What follows belongs to an exercise in optimizing a design on an open flow for small area, a short achievable clock period and few clock cycles per item; a production flow would make more cautious choices. In this exercise RTL edits were held to simulation tests only and were not proved equivalent to the original. No driver is modelled on the clock port, so clock power and skew are understated where the tree is cut down; a real chip needs a root buffer or a tree. No activity file was given, so power comes from the tool's default toggle rates.

// at_response_line_parser_unit
module at_response_line_parser_unit (
	input  logic         clk,
	input  logic         arst_n,
	input  logic         in_valid,
	input  logic [7:0]   in_data,
	output logic         in_ready,
	output logic         out_valid,
	input  logic         out_ready,
	output logic [1:0]   out_kind,
	output logic [7:0]   out_byte,
	output logic         out_line_ok,
	output logic [15:0]  out_bad_line_count,
	output logic         out_last
);
Size: roughly 380 cells after synthesis, ~42 I/O pins, roughly 3400 um^2 of cells after synthesis.
Settings: LEC_CHECK=0, CAP_MARGIN=20, CORE_MARGIN=2, CORE_UTILIZATION=40, GPL_ROUTABILITY_DRIVEN=1, PLACE_DENSITY=0.6, SLEW_MARGIN=20, SYNTH_HIERARCHICAL=1, SYNTH_MINIMUM_KEEP_SIZE=0; clock period 14.0 ns.
standard.sh (not shown) runs the stock make flow with config.mk's settings and CLKGATE_MAP_FILE= SYNTH_SCRIPT=/design/flow/synth_recipe.tcl, a recipe that flattens the netlist after the stock synthesis.
==> flow/flow/run.sh <==
#!/bin/bash
# The standard layout with these changes:
#  - synthesis restructures the logic with ABC's &deepsyn and maps it with ABC's
#    delay-targeted 'map' (flow/map.abc);
#  - the ports get plain sky130_fd_sc_hd__buf_1 buffers;
#  - the clock tree is one level: the flip-flops are split into 4 groups by position and
#    each group gets a clkbuf_16 driven from the clock port (flow/clock_tree.tcl), in
#    place of ORFS's CTS step;
#  - timing repair after placement and after global routing only resizes gates, and aims
#    at 10.5 ns of setup slack at the design's 14 ns clock (ORFS's own repair aims at
#    0 ns, which every path meets with room to spare).
set -euo pipefail
work=$PWD
# Synthesis: the standard flow's script, with the logic mapped by flow/map.abc (delay-targeted 'map')
# instead of ORFS's abc_speed script.
cat > "$work/my_synth.tcl" <<EOT
proc abc {args} {
  set i [lsearch \$args -script]
  if {\$i >= 0} { lset args [expr {\$i + 1}] $work/flow/map.abc }
  yosys abc {*}\$args
}
source $work/synth_recipe.tcl
EOT
sed "s#SYNTH_SCRIPT=[^ ]*#SYNTH_SCRIPT=$work/my_synth.tcl#" standard.sh > my_standard.sh
export BUFFER_PORTS_ARGS="-buffer_cell sky130_fd_sc_hd__buf_1"
bash my_standard.sh place > flow_place.log 2>&1
export SETUP_SLACK_MARGIN=10.5
export SETUP_MOVE_SEQUENCE=sizeup,swap
RESULTS_DIR=$work/orfs/results/sky130hd/at_response_line_parser_unit/base \
LIB_FILE=$FLOW_HOME/platforms/sky130hd/lib/sky130_fd_sc_hd__tt_025C_1v80.lib \
PLATFORM_DIR=$FLOW_HOME/platforms/sky130hd \
DONT_USE_CELLS="$(make -s -C $FLOW_HOME DESIGN_CONFIG=$work/config.mk WORK_HOME=$work/orfs print-DONT_USE_CELLS | sed 's/^DONT_USE_CELLS: //')" \
CLK_GROUPS=4 CLK_CELL=sky130_fd_sc_hd__clkbuf_16 \
  openroad -no_init -exit flow/clock_tree.tcl > flow_clock_tree.log 2>&1
bash my_standard.sh finish > flow_finish.log 2>&1
==> flow/flow/clock_tree.tcl <==
# Clock distribution: the flip-flops are split into K groups by position (k-means) and each
# group gets one clock buffer at its centre, driven straight from the clock port.
proc my_clock_tree {K cell} {
  set block [ord::get_db_block]
  set clknet [$block findNet clk]
  set pts {}
  set its [$clknet getITerms]
  foreach it $its {
    set bb [[$it getInst] getBBox]
    lappend pts [list [expr {([$bb xMin] + [$bb xMax]) / 2}] [expr {([$bb yMin] + [$bb yMax]) / 2}]]
  }
  set n [llength $pts]
  # initial centres: sorted by x+y, evenly spaced
  set order [lsort -integer -indices [lmap p $pts {expr {[lindex $p 0] + [lindex $p 1]}}]]
  set ctr {}
  for {set k 0} {$k < $K} {incr k} {
    lappend ctr [lindex $pts [lindex $order [expr {int(($k + 0.5) * $n / $K)}]]]
  }
  for {set iter 0} {$iter < 50} {incr iter} {
    set asg {}
    foreach p $pts {
      set best 0; set bd 1e30
      for {set k 0} {$k < $K} {incr k} {
        set c [lindex $ctr $k]
        set d [expr {abs([lindex $p 0] - [lindex $c 0]) + abs([lindex $p 1] - [lindex $c 1])}]
        if {$d < $bd} { set bd $d; set best $k }
      }
      lappend asg $best
    }
    set new {}
    for {set k 0} {$k < $K} {incr k} {
      set sx 0; set sy 0; set m 0
      foreach p $pts a $asg { if {$a == $k} { incr sx [lindex $p 0]; incr sy [lindex $p 1]; incr m } }
      if {$m > 0} { lappend new [list [expr {$sx / $m}] [expr {$sy / $m}]] } else { lappend new [lindex $ctr $k] }
    }
    set ctr $new
  }
  set master [[ord::get_db] findMaster $cell]
  for {set k 0} {$k < $K} {incr k} {
    set buf [odb::dbInst_create $block $master clkbuf_leaf_$k]
    set net [odb::dbNet_create $block clknet_leaf_$k]
    $net setSigType CLOCK
    [$buf findITerm A] connect $clknet
    [$buf findITerm X] connect $net
    set c [lindex $ctr $k]
    $buf setLocation [lindex $c 0] [lindex $c 1]
    $buf setPlacementStatus PLACED
    foreach it $its a $asg { if {$a == $k} { $it disconnect; $it connect $net } }
  }
}

# Replaces the CTS step: reads the placed design, adds the clock buffers, legalizes and
# writes the CTS results the later ORFS steps read.
set R $::env(RESULTS_DIR)
read_db $R/3_place.odb
read_liberty $::env(LIB_FILE)
read_sdc $R/3_place.sdc
source $::env(PLATFORM_DIR)/setRC.tcl
my_clock_tree $::env(CLK_GROUPS) $::env(CLK_CELL)
detailed_placement
set_propagated_clock [all_clocks]
estimate_parasitics -placement
set_dont_use $::env(DONT_USE_CELLS)
repair_timing -setup -setup_margin $::env(SETUP_SLACK_MARGIN) -sequence $::env(SETUP_MOVE_SEQUENCE) -skip_last_gasp
detailed_placement
check_placement -verbose
estimate_parasitics -placement
report_clock_latency
report_checks -path_delay max -group_path_count 5 -format end
write_db $R/4_1_cts.odb
write_db $R/4_cts.odb
write_sdc $R/4_cts.sdc
==> flow/flow/map.abc <==
strash
&get -n
&deepsyn -I 2 -J 50
&put
dch
map -D 2600
topo
stime -c
buffer -c
upsize -c
dnsize -c
Testbench counts at the start, summed over its fixed seeds: cycles 71,637, bytes 57,729.
Change:
--- a/flow/flow/run.sh
+++ b/flow/flow/run.sh
@@ -5,3 +5,3 @@
 #  - the ports get plain sky130_fd_sc_hd__buf_1 buffers;
-#  - the clock tree is one level: the flip-flops are split into 4 groups by position and
+#  - the clock tree is one level: the flip-flops are split into 3 groups by position and
 #    each group gets a clkbuf_16 driven from the clock port (flow/clock_tree.tcl), in
@@ -32,3 +32,3 @@
 DONT_USE_CELLS="$(make -s -C $FLOW_HOME DESIGN_CONFIG=$work/config.mk WORK_HOME=$work/orfs print-DONT_USE_CELLS | sed 's/^DONT_USE_CELLS: //')" \
-CLK_GROUPS=4 CLK_CELL=sky130_fd_sc_hd__clkbuf_16 \
+CLK_GROUPS=3 CLK_CELL=sky130_fd_sc_hd__clkbuf_16 \
   openroad -no_init -exit flow/clock_tree.tcl > flow_clock_tree.log 2>&1
==> flow/flow/map.abc (replaced) <==
strash
&get -n
&deepsyn -I 2 -J 50
&put
dch
map -D 1600
topo
stime -c
buffer -c
upsize -c
dnsize -c
Worst hold slack stays flat.
Maximum frequency fell by 0.55%.
Via count barely changes.
Wire length increases by about 2.7%.
Design area shrinks by about 3.6%.
Sequential cell count is unchanged.
Global-route usage rises by 0.98 points.
Critical path depth stays the same.
Sequential power rose by about 1%.
Core utilization increases by 0.44 points.
Change:
--- a/flow/flow/run.sh
+++ b/flow/flow/run.sh
@@ -5,3 +5,3 @@
 #  - the ports get plain sky130_fd_sc_hd__buf_1 buffers;
-#  - the clock tree is one level: the flip-flops are split into 3 groups by position and
+#  - the clock tree is one level: the flip-flops are split into 4 groups by position and
 #    each group gets a clkbuf_16 driven from the clock port (flow/clock_tree.tcl), in
@@ -32,3 +32,3 @@
 DONT_USE_CELLS="$(make -s -C $FLOW_HOME DESIGN_CONFIG=$work/config.mk WORK_HOME=$work/orfs print-DONT_USE_CELLS | sed 's/^DONT_USE_CELLS: //')" \
-CLK_GROUPS=3 CLK_CELL=sky130_fd_sc_hd__clkbuf_16 \
+CLK_GROUPS=4 CLK_CELL=sky130_fd_sc_hd__clkbuf_16 \
   openroad -no_init -exit flow/clock_tree.tcl > flow_clock_tree.log 2>&1
- CORE_UTILIZATION: 40 -> 30
The new run passed the timing, DRC and antenna checks.
Total power goes up by 2.3%.
Cell area increases by 1.8%.
Die area increases by 32%.
Clock skew rose by 0.038 ns.
Change:
- CORE_UTILIZATION: 30 -> 50
Outcome: Synthesized cell count is unchanged; routed wire length fell by 4.4%; area after synthesis is unchanged; clock skew fell by 0.028 ns; power fell by 0.69%; setup slack gains 0.025 ns; combinational power fell by about 1%.
In every run of this note, the design's own scripts or RTL, not TritonCTS, make the clock network.

---

at_response_line_parser_unit, a different RTL version from the one above (not shown whole).
Size: ~520 cells after synthesis, about 4500 um^2 of cells after synthesis.
==> flow/config.mk <==
export PLATFORM = sky130hd
export DESIGN_NAME = at_response_line_parser_unit
export DESIGN_NICKNAME = at_response_line_parser_unit
export VERILOG_FILES = /design/flow/design.v
export SDC_FILE = /design/flow/constraint.sdc
export NUM_CORES = 4
export LEC_CHECK = 0
export CAP_MARGIN = 20
export CORE_MARGIN = 2
export CORE_UTILIZATION = 40
export GPL_ROUTABILITY_DRIVEN = 1
export PLACE_DENSITY = 0.6
export SLEW_MARGIN = 20
export SYNTH_HIERARCHICAL = 1
export SYNTH_MINIMUM_KEEP_SIZE = 0
==> flow/constraint.sdc <==
create_clock -name core_clock -period 14.0 [get_ports {clk}]
set_input_delay 2.8000 -clock core_clock [delete_from_list [all_inputs] [get_ports {clk}]]
set_output_delay 2.8000 -clock core_clock [all_outputs]
set_load 0.01 [all_outputs]
==> flow/flow/run.sh <==
#!/bin/bash
# The standard layout with these changes:
#  - the ports get plain sky130_fd_sc_hd__buf_1 buffers;
#  - the clock tree is one level: the flip-flops are split into 4 groups by position and
#    each group gets a clkbuf_16 driven from the clock port (flow/clock_tree.tcl), in
#    place of ORFS's CTS step;
#  - timing repair after placement and after global routing only resizes gates, and aims
#    at 10.5 ns of setup slack at the design's 14 ns clock (ORFS's own repair aims at
#    0 ns, which every path meets with room to spare).
set -euo pipefail
work=$PWD
export BUFFER_PORTS_ARGS="-buffer_cell sky130_fd_sc_hd__buf_1"
bash standard.sh place > flow_place.log 2>&1
export SETUP_SLACK_MARGIN=10.5
export SETUP_MOVE_SEQUENCE=sizeup,swap
RESULTS_DIR=$work/orfs/results/sky130hd/at_response_line_parser_unit/base \
LIB_FILE=$FLOW_HOME/platforms/sky130hd/lib/sky130_fd_sc_hd__tt_025C_1v80.lib \
PLATFORM_DIR=$FLOW_HOME/platforms/sky130hd \
DONT_USE_CELLS="$(make -s -C $FLOW_HOME DESIGN_CONFIG=$work/config.mk WORK_HOME=$work/orfs print-DONT_USE_CELLS | sed 's/^DONT_USE_CELLS: //')" \
CLK_GROUPS=4 CLK_CELL=sky130_fd_sc_hd__clkbuf_16 \
  openroad -no_init -exit flow/clock_tree.tcl > flow_clock_tree.log 2>&1
bash standard.sh finish > flow_finish.log 2>&1
Scripts as last shown in full above: flow/flow/clock_tree.tcl
The first run ran to the end with no violations.
Testbench counts at the start, summed over its fixed seeds: cycles 71,637, bytes 57,729.
Then changed:
--- a/flow/flow/run.sh
+++ b/flow/flow/run.sh
@@ -1,4 +1,5 @@
 #!/bin/bash
 # The standard layout with these changes:
+#  - synthesis maps logic with an area-oriented ABC script (flow/area.abc);
 #  - the ports get plain sky130_fd_sc_hd__buf_1 buffers;
 #  - the clock tree is one level: the flip-flops are split into 4 groups by position and
@@ -10,6 +11,16 @@
 set -euo pipefail
 work=$PWD
+# Synthesis: the standard flow's script, with the logic mapped by an area-oriented ABC script.
+cat > "$work/my_synth.tcl" <<EOT
+proc abc {args} {
+  set i [lsearch \$args -script]
+  if {\$i >= 0} { lset args [expr {\$i + 1}] $work/flow/area.abc }
+  yosys abc {*}\$args
+}
+source $work/synth_recipe.tcl
+EOT
+sed "s#SYNTH_SCRIPT=[^ ]*#SYNTH_SCRIPT=$work/my_synth.tcl#" standard.sh > my_standard.sh
 export BUFFER_PORTS_ARGS="-buffer_cell sky130_fd_sc_hd__buf_1"
-bash standard.sh place > flow_place.log 2>&1
+bash my_standard.sh place > flow_place.log 2>&1
 export SETUP_SLACK_MARGIN=10.5
 export SETUP_MOVE_SEQUENCE=sizeup,swap
@@ -20,3 +31,3 @@
 CLK_GROUPS=4 CLK_CELL=sky130_fd_sc_hd__clkbuf_16 \
   openroad -no_init -exit flow/clock_tree.tcl > flow_clock_tree.log 2>&1
-bash standard.sh finish > flow_finish.log 2>&1
+bash my_standard.sh finish > flow_finish.log 2>&1
==> flow/flow/area.abc (new file) <==
strash
dch
map -a
topo
stime -c
buffer -c
upsize -c
dnsize -c
Outcome:
- power came out higher by 19%
- cell count came out higher by 6.9%
- worst setup slack loses 0.61 ns
- utilization came out higher by 2.9 points
- routed wire length came out lower by 12%
- clock power came out higher by about 0.6%
- design area came out lower by 0.39%
- first-iteration DRC count came out lower by 37%
- via count came out lower by 8.5%
Then changed:
==> flow/flow/run.sh (replaced) <==
#!/bin/bash
# The standard layout with these changes:
#  - the ports get plain sky130_fd_sc_hd__buf_1 buffers;
#  - the clock tree is one level: the flip-flops are split into 4 groups by position and
#    each group gets a clkbuf_16 driven from the clock port (flow/clock_tree.tcl), in
#    place of ORFS's CTS step.
set -euo pipefail
work=$PWD
export BUFFER_PORTS_ARGS="-buffer_cell sky130_fd_sc_hd__buf_1"
bash standard.sh place > flow_place.log 2>&1
RESULTS_DIR=$work/orfs/results/sky130hd/at_response_line_parser_unit/base \
LIB_FILE=$FLOW_HOME/platforms/sky130hd/lib/sky130_fd_sc_hd__tt_025C_1v80.lib \
PLATFORM_DIR=$FLOW_HOME/platforms/sky130hd \
CLK_GROUPS=4 CLK_CELL=sky130_fd_sc_hd__clkbuf_16 \
  openroad -no_init -exit flow/clock_tree.tcl > flow_clock_tree.log 2>&1
bash standard.sh finish > flow_finish.log 2>&1
--- a/flow/flow/clock_tree.tcl
+++ b/flow/flow/clock_tree.tcl
@@ -59,10 +59,6 @@
 my_clock_tree $::env(CLK_GROUPS) $::env(CLK_CELL)
 detailed_placement
+check_placement -verbose
 set_propagated_clock [all_clocks]
-estimate_parasitics -placement
-set_dont_use $::env(DONT_USE_CELLS)
-repair_timing -setup -setup_margin $::env(SETUP_SLACK_MARGIN) -sequence $::env(SETUP_MOVE_SEQUENCE) -skip_last_gasp
-detailed_placement
-check_placement -verbose
 estimate_parasitics -placement
 report_clock_latency
removed: flow/flow/area.abc
The changed run passed the timing, DRC and antenna checks.
Final area is lower by 1.9%.
Routed wire length went up by 13%.
Power came out lower by 18%.
Via count grows by 7.6%.
Setup slack is better by 0.27 ns.
First-iteration DRC count rises by 70%.
Worst hold slack is better by 0.024 ns.
Sequential cell count is unchanged.
Fmax rises by 6.9%.
Clock power drops by about 2%.
No run of this note takes its clock network from TritonCTS; it comes from the design's own scripts or RTL.

[re-timing with driven ports]
The flow's constraints put no driver on any port. The routed layouts listed below were extracted and timed again, unchanged, in two steps.
Step 1 (the two cells are an assumption about what drives the block):
set clk [get_ports {clk}]
set_driving_cell -lib_cell sky130_fd_sc_hd__clkbuf_16 $clk
set_driving_cell -lib_cell sky130_fd_sc_hd__buf_2 [delete_from_list [all_inputs] $clk]
Step 2 adds t to the input delays and takes it off the output delays; t is the mean of the earliest and latest rising clock arrival at the registers after step 1. Input paths then give back, and output paths get back, about the clock's delay inside the block.
Three values: ideal, step 1, step 2; two values: the first two.
run	shift t [ns]	slack for setup (ns)	latest minus earliest clock arrival (ns)	worst slew at a driven data input, ns	pins driven straight from the clock port
the first run of note 1	0.204	10.424 / 10.348 / 10.321	0.016 / 0.017	0.06	4
the second run of note 1	0.206	10.404 / 10.340 / 10.290	0.013 / 0.013	0.06	3
the third run of note 1	0.218	10.390 / 10.307 / 10.334	0.051 / 0.050	0.05	4
the fourth run of note 1	0.210	10.415 / 10.336 / 10.334	0.023 / 0.023	0.05	4
the first run of note 2	0.224	10.388 / 10.321 / 10.231	0.019 / 0.019	0.03	4
the second run of note 2	0.214	9.773 / 9.773 / 9.773	0.027 / 0.028	0.05	4
the third run of note 2	0.221	10.045 / 10.045 / 9.999	0.015 / 0.014	0.03	4
After both steps setup and hold are still met in every run listed. The setup slack of the first run of note 2, which loses most, moves by -0.067 ns with the drivers and by -0.157 ns with both steps.
